What follows belongs to an exercise in optimizing a design on an open flow for small area and a short achievable clock period; a production flow would make more cautious choices.
The RTL was checked by simulation tests, not by an equivalence proof against the original design.
Power is estimated from default activity; no workload was simulated.

Design mul_issue_ctrl, start of the top module:
module mul_issue_ctrl
#(
   parameter int MUL_LAT = m_extension::MUL_LAT_DEFAULT
) (
   input  logic        clk,
   input  logic        rst,
   input  logic        req_valid,
   output logic        req_ready,
   input  logic [31:0] req_rs1,
   input  logic [31:0] req_rs2,
   input  m_extension::m_funct3     req_funct3,
   input  logic        flush,
   output logic        resp_valid,
   output logic [31:0] resp_data,
   input  logic        resp_ready,
   output logic [15:0] hit_count
);
Size: roughly 1,500 cells after synthesis, roughly 120 I/O pins.
export LEC_CHECK = 0
export CAP_MARGIN = 20
export CORE_MARGIN = 2
export CORE_UTILIZATION = 40
export CTS_BUF_LIST = sky130_fd_sc_hd__clkbuf_4 sky130_fd_sc_hd__clkbuf_8
export SLEW_MARGIN = 20
create_clock -name core_clock -period 10.0 [get_ports {clk}]
standard.sh (not shown) runs the stock make flow with config.mk's settings and CLKGATE_MAP_FILE= SYNTH_SCRIPT=/design/flow/synth_recipe.tcl, a recipe that flattens the netlist after the stock synthesis.
==> flow/flow/run.sh <==
#!/bin/bash
# Own flow: the standard layout (standard.sh: the standard synthesis, then
# ORFS floorplan, placement, CTS and routing) with plain buf_1 port buffers in
# place of clkdlybuf4s50_1 and a tighter setup repair target. Every tool's own
# log is under orfs/logs/; make's output goes to standard.log.
set -euo pipefail
bash standard.sh \
  "BUFFER_PORTS_ARGS=-buffer_cell sky130_fd_sc_hd__buf_1" \
  "SETUP_SLACK_MARGIN=5.4" \
  finish > standard.log 2>&1
The first run ran to the end with no violations.
Edit:
==> flow/flow/run.sh (replaced) <==
#!/bin/bash
# Own flow: the standard layout (standard.sh: the standard synthesis, then
# ORFS floorplan, placement, CTS and routing) with plain buf_1 port buffers in
# place of clkdlybuf4s50_1, larger clock-sink clusters without dummy loads,
# and a tighter setup repair target. Every tool's own log is under orfs/logs/;
# make's output goes to standard.log.
set -euo pipefail
bash standard.sh \
  "BUFFER_PORTS_ARGS=-buffer_cell sky130_fd_sc_hd__buf_1" \
  "CTS_ARGS=-sink_clustering_enable -repair_clock_nets -sink_clustering_size 20 -sink_clustering_max_diameter 100 -dont_use_dummy_load" \
  "SETUP_SLACK_MARGIN=5.45" \
  finish > standard.log 2>&1
--- a/flow/config.mk
+++ b/flow/config.mk
@@ -8,5 +8,4 @@
 export CAP_MARGIN = 20
 export CORE_MARGIN = 2
-export CORE_UTILIZATION = 40
-export CTS_BUF_LIST = sky130_fd_sc_hd__clkbuf_4 sky130_fd_sc_hd__clkbuf_8
+export CORE_UTILIZATION = 60
 export SLEW_MARGIN = 20
Sequential power is about the same.
Critical path depth fell by 5.
Clock power came out lower by a quarter to a third.
Via count falls slightly.
Non-clock buffer count grows by 12.
Core utilization goes up by 21 points.
Hold slack gets better by 0.0060 ns.
Power goes down by a few percent.
Combinational power decreases by a few percent.
Edit:
==> flow/run.sh (new file) <==
#!/bin/bash
# synth_recipe.tcl (not shown) runs the flow's synth.tcl, then flattens the netlist and writes it again
# the make line also repeats each setting of config.mk as NAME=value (left out here)
make -C /OpenROAD-flow-scripts/flow DESIGN_CONFIG=/design/flow/config.mk WORK_HOME=/design/flow/orfs CLKGATE_MAP_FILE= SYNTH_SCRIPT=/design/flow/synth_recipe.tcl finish
--- a/flow/config.mk
+++ b/flow/config.mk
@@ -8,4 +8,6 @@
 export CAP_MARGIN = 20
 export CORE_MARGIN = 2
-export CORE_UTILIZATION = 60
+export CORE_UTILIZATION = 40
+export CTS_BUF_LIST = sky130_fd_sc_hd__clkbuf_4 sky130_fd_sc_hd__clkbuf_8
+export SETUP_SLACK_MARGIN = 5.0
 export SLEW_MARGIN = 20
removed: flow/flow/run.sh
removed: flow/standard.sh
Result: The changed run finished with timing, DRC and antenna clean; first-iteration DRC count drops by 28%; clock-buffer cell count climbs by 54; cell area climbs by 4.3%; utilization drops by 21 points; combinational power drops by about 5%.
Edit:
==> flow/flow/run.sh (new file) <==
#!/bin/bash
# Own flow: the standard layout (standard.sh: the standard synthesis, then
# ORFS floorplan, placement, CTS and routing) with plain buf_1 port buffers in
# place of clkdlybuf4s50_1, larger clock-sink clusters without dummy loads,
# and a tighter setup repair target. Every tool's own log is under orfs/logs/;
# make's output goes to standard.log.
set -euo pipefail
bash standard.sh \
  "BUFFER_PORTS_ARGS=-buffer_cell sky130_fd_sc_hd__buf_1" \
  "CTS_ARGS=-sink_clustering_enable -repair_clock_nets -sink_clustering_size 20 -sink_clustering_max_diameter 100 -dont_use_dummy_load" \
  "SETUP_SLACK_MARGIN=5.7" \
  finish > standard.log 2>&1
==> flow/standard.sh (new file) <==
#!/bin/bash
# synth_recipe.tcl (not shown) runs the flow's synth.tcl, then flattens the netlist and writes it again
# the make line also repeats each setting of config.mk as NAME=value (left out here)
make -C /OpenROAD-flow-scripts/flow DESIGN_CONFIG=/design/flow/config.mk WORK_HOME=/design/flow/orfs CLKGATE_MAP_FILE= SYNTH_SCRIPT=/design/flow/synth_recipe.tcl "${@:-finish}"
--- a/flow/config.mk
+++ b/flow/config.mk
@@ -9,5 +9,3 @@
 export CORE_MARGIN = 2
 export CORE_UTILIZATION = 40
-export CTS_BUF_LIST = sky130_fd_sc_hd__clkbuf_4 sky130_fd_sc_hd__clkbuf_8
-export SETUP_SLACK_MARGIN = 5.0
 export SLEW_MARGIN = 20
removed: flow/run.sh
Result: The changed run finished clean; critical path depth rises by 4; clock skew rises by 0.068 ns; area after synthesis does not change; first-iteration DRC count rises by about 12%.

========
raven:
Another version of the RTL of mul_issue_ctrl (not shown whole).
For scale: roughly 1,600 cells after synthesis, roughly 240 flip-flops, roughly 120 I/O pins.
==> flow/config.mk <==
export PLATFORM = sky130hd
export DESIGN_NAME = mul_issue_ctrl
export DESIGN_NICKNAME = mul_issue_ctrl
export VERILOG_FILES = /design/flow/design.v
export SDC_FILE = /design/flow/constraint.sdc
export NUM_CORES = 4
export LEC_CHECK = 0
export CAP_MARGIN = 20
export CORE_MARGIN = 2
export CORE_UTILIZATION = 40
export SLEW_MARGIN = 20
==> flow/constraint.sdc <==
create_clock -name core_clock -period 10.0 [get_ports {clk}]
set_input_delay 2.0000 -clock core_clock [delete_from_list [all_inputs] [get_ports {clk}]]
set_output_delay 2.0000 -clock core_clock [all_outputs]
set_load 0.01 [all_outputs]
==> flow/flow/run.sh <==
#!/bin/bash
# Own flow: the standard layout (standard.sh: the standard synthesis, then
# ORFS floorplan, placement, CTS and routing) with plain buf_1 port buffers in
# place of clkdlybuf4s50_1, larger clock-sink clusters without dummy loads,
# and a tighter setup repair target. Every tool's own log is under orfs/logs/;
# make's output goes to standard.log.
set -euo pipefail
bash standard.sh \
  "BUFFER_PORTS_ARGS=-buffer_cell sky130_fd_sc_hd__buf_1" \
  "CTS_ARGS=-sink_clustering_enable -repair_clock_nets -sink_clustering_size 20 -sink_clustering_max_diameter 100 -dont_use_dummy_load" \
  "SETUP_SLACK_MARGIN=5.4" \
  finish > standard.log 2>&1
--- input diff raven..fjord ---
- CORE_UTILIZATION changed from 40 to 60
diff --git a/flow/flow/run.sh b/flow/flow/run.sh
--- a/flow/flow/run.sh
+++ b/flow/flow/run.sh
@@ -10,3 +10,3 @@
   "CTS_ARGS=-sink_clustering_enable -repair_clock_nets -sink_clustering_size 20 -sink_clustering_max_diameter 100 -dont_use_dummy_load" \
-  "SETUP_SLACK_MARGIN=5.4" \
+  "SETUP_SLACK_MARGIN=5.45" \
   finish > standard.log 2>&1
[summary]
Comparing fjord and raven, the higher post-synthesis to final-layout area growth is on raven.
Against raven, post-place setup slack in fjord came out better.
Going from raven to fjord, routed wire length shrank by a little under 10%.
Leakage power of the design went up slightly going from raven to fjord.
fjord vs raven, post-layout minimum cycle time went down by 31 ps.
Clock power improves in fjord relative to raven.
The flow did not stop early for fjord: all stages ran, and the layout cleared the timing, design-rule and antenna checks.
The estimated power of fjord ends up higher than the estimate for raven.

## what the ideal ports hide
How much do the figures lean on ideal ports? The routed layouts below were timed once more, with nothing changed but the port constraints.
Step 1: set_driving_cell puts a clkbuf_16 on clk and a buf_2 on each other input, an assumption about the parent block.
Step 2 also shifts input and output timing later by t, the mid clock arrival at the registers, as if the neighbouring blocks saw the same clock.
a / b / c = no drivers / after step 1 / after step 2; a / b = the first two.
| run | shift t [ns] | setup slack, ns | hold slack, ns | latest minus earliest clock arrival (ns) |
|---|---|---|---|---|
| the first run of note 1 | 0.649 | 5.497 / 5.449 / 5.025 | 0.348 / 0.348 / 0.348 | 0.022 / 0.023 |
| the second run of note 1 | 0.560 | 5.522 / 5.500 / 5.126 | 0.354 / 0.354 / 0.354 | 0.037 / 0.037 |
| the third run of note 1 | 0.667 | 5.039 / 5.018 / 4.772 | 0.350 / 0.350 / 0.350 | 0.025 / 0.025 |
| the fourth run of note 1 | 0.553 | 5.567 / 5.518 / 5.387 | 0.352 / 0.352 / 0.352 | 0.093 / 0.094 |
| raven | 0.536 | 5.524 / 5.497 / 5.077 | 0.436 / 0.436 / 0.436 | 0.066 / 0.067 |
| fjord | 0.545 | 5.555 / 5.532 / 5.238 | 0.434 / 0.434 / 0.434 | 0.037 / 0.037 |
After both steps setup and hold are still met in every run listed. The setup slack of the first run of note 1, which loses most, moves by -0.048 ns with the drivers and by -0.472 ns with both steps.
